From an optimization exercise on the open Yosys and OpenROAD flow, aimed at small area and a short achievable clock period; shortcuts taken in it are not production practice. The RTL was checked by simulation tests, not by an equivalence proof against the original design. Power and IR drop assume default switching activity.

Design neoB1, start of the top module:
module neoB1 #(
	parameter int LINE_WIDTH = 320,
	parameter int WD_LIMIT = 8192,
	parameter int WD_PULSE = 16,
	localparam int ADDR_W = $clog2(LINE_WIDTH),
	localparam int COLS = 16,
	localparam int ROWS = (LINE_WIDTH + COLS - 1) / COLS
) (
	input wire CLK_6MB,
	input wire nS1H1,
	input wire sprValid,
	output logic sprReady,
	input wire [ADDR_W-1:0] sprX,
	input wire [7:0] sprPal,
	input wire [31:0] sprGfx,
	input wire lineStart,
	input wire [7:0] fixData,
	input wire [3:0] fixPal,
	input wire cpuPalSel,
	input wire neoB1Pkg::palIndexT cpuPalAddr,
	input wire wdKick,
	output neoB1Pkg::palIndexT palAddr,
	output logic nHalt,
	output logic nReset
);
Size in the first run: roughly 94 I/O pins.
Settings: LEC_CHECK=0, CAP_MARGIN=50, CELL_PAD_IN_SITES_DETAIL_PLACEMENT=1, CELL_PAD_IN_SITES_GLOBAL_PLACEMENT=2, CORE_MARGIN=2, CORE_UTILIZATION=40, CTS_CLUSTER_DIAMETER=60, CTS_CLUSTER_SIZE=20, SETUP_SLACK_MARGIN=4.0, SLEW_MARGIN=50; clock period 8.0 ns.
standard.sh (not shown) runs the stock make flow with config.mk's settings and CLKGATE_MAP_FILE= SYNTH_SCRIPT=/design/flow/synth_recipe.tcl, a recipe that flattens the netlist after the stock synthesis.
==> flow/flow/run.sh <==
#!/bin/bash
# The standard layout, with the CPU palette bypass pins kept together on one edge
# (flow/io_pins.tcl, read before the pins are placed), global routing kept mostly
# off met1 (flow/grt_layers.tcl, read before global routing) and more rounds of
# antenna repair after detailed routing.
set -euo pipefail
work=$(pwd)
export PRE_IO_PLACEMENT_TCL="$work/flow/io_pins.tcl"
export PRE_GLOBAL_ROUTE_TCL="$work/flow/grt_layers.tcl"
export MAX_REPAIR_ANTENNAS_ITER_DRT=10
bash "$work/standard.sh" > "$work/standard_flow.log" 2>&1
==> flow/flow/grt_layers.tcl <==
# The flip-flops block most met1 tracks inside the cells: keep global routing mostly off met1
set_global_routing_layer_adjustment met1 0.85
set_global_routing_layer_adjustment met2-met5 0.2
==> flow/flow/io_pins.tcl <==
# Keep the CPU palette bypass (cpuPalSel, cpuPalAddr -> palAddr) on one stretch of one edge,
# each palAddr pin beside its cpuPalAddr pin and cpuPalSel in the middle.
set pins {}
for {set i 0} {$i < 6} {incr i} {
  lappend pins "cpuPalAddr\[$i\]" "palAddr\[$i\]"
}
lappend pins cpuPalSel
for {set i 6} {$i < 12} {incr i} {
  lappend pins "cpuPalAddr\[$i\]" "palAddr\[$i\]"
}
set_io_pin_constraint -pin_names $pins -region left:* -group -order
Edit:
==> flow/flow/run.sh (replaced) <==
#!/bin/bash
# The standard layout, with the CPU palette bypass pins kept together on one edge
# (flow/io_pins.tcl, read before the pins are placed) and global routing kept mostly
# off met1 (flow/grt_layers.tcl, read before global routing).
set -euo pipefail
work=$(pwd)
export PRE_IO_PLACEMENT_TCL="$work/flow/io_pins.tcl"
export PRE_GLOBAL_ROUTE_TCL="$work/flow/grt_layers.tcl"
bash "$work/standard.sh" > "$work/standard_flow.log" 2>&1
Settings changed: CAP_MARGIN 50 to 20, CELL_PAD_IN_SITES_DETAIL_PLACEMENT 1 to not set, CELL_PAD_IN_SITES_GLOBAL_PLACEMENT 2 to not set, SETUP_SLACK_MARGIN 4.0 to 4.4, SLEW_MARGIN 50 to 20.
Effect: The changed run completed, yet does not pass: antenna rules, capacitance limit, slew limit. Wire length goes down by 5.6%. Via count is higher by 3.3%. Non-clock buffer count shrinks by 5. Die area does not change. Clock skew decreases by 3.1 ps. Cell count hardly moves. Combinational power is lower by about 4%. Global-route usage drops by 3.8 points. Worst hold slack stays flat. Synthesized cell count is unchanged.
Edit:
--- a/flow/flow/run.sh
+++ b/flow/flow/run.sh
@@ -3,2 +3,3 @@
-# (flow/io_pins.tcl, read before the pins are placed) and global routing kept mostly
-# off met1 (flow/grt_layers.tcl, read before global routing).
+# (flow/io_pins.tcl, read before the pins are placed), global routing kept mostly
+# off met1 (flow/grt_layers.tcl, read before global routing) and more rounds of
+# antenna repair after detailed routing.
@@ -8,0 +10 @@
+export MAX_REPAIR_ANTENNAS_ITER_DRT=10
Settings changed: CAP_MARGIN 20 to 40, CELL_PAD_IN_SITES_DETAIL_PLACEMENT set to 1, CELL_PAD_IN_SITES_GLOBAL_PLACEMENT set to 2, SLEW_MARGIN 20 to 40.
With this change the flow passed the timing, design-rule and antenna checks.
Sequential share of layout area is lower by 2.5 points.
Clock skew is lower by 13 ps.
Non-clock buffer count is higher by 300.
Register-to-register slack gains 210 ps.
Power is higher by about 5.4%.
Wire length is higher by about 9%.
Worst hold slack is about the same.

## afterwards: timing with drivers on the ports
No port has a modelled driver above. Below, the same layouts with a new extraction and two added sets of constraints. Step 1 (the two cells are an assumption about what drives the block):
set clk [get_ports {CLK_6MB}]
set_driving_cell -lib_cell sky130_fd_sc_hd__clkbuf_16 $clk
set_driving_cell -lib_cell sky130_fd_sc_hd__buf_2 [delete_from_list [all_inputs] $clk]
Step 2 also shifts input and output timing later by t, the mid clock arrival at the registers, as if the neighbouring blocks saw the same clock. Slacks: ideal / step 1 / step 2; pairs: ideal / step 1.
| run | t, ns | slack for setup (ns) | worst hold slack (ns) | slew at the worst register clock pin (ns) |
|---|---|---|---|---|
| the first run | 1.342 | 3.723 / 3.723 / 3.144 | 0.468 / 0.468 / 0.468 | 0.09 / 0.09 |
| the second run | 1.318 | 3.825 / 3.825 / 3.352 | 0.467 / 0.467 / 0.467 | 0.09 / 0.09 |
| the third run | 1.361 | 4.037 / 4.037 / 3.366 | 0.469 / 0.469 / 0.469 | 0.09 / 0.09 |
The setup slack of the third run, which loses most, moves by 0.000 ns with the drivers and by -0.671 ns with both steps.
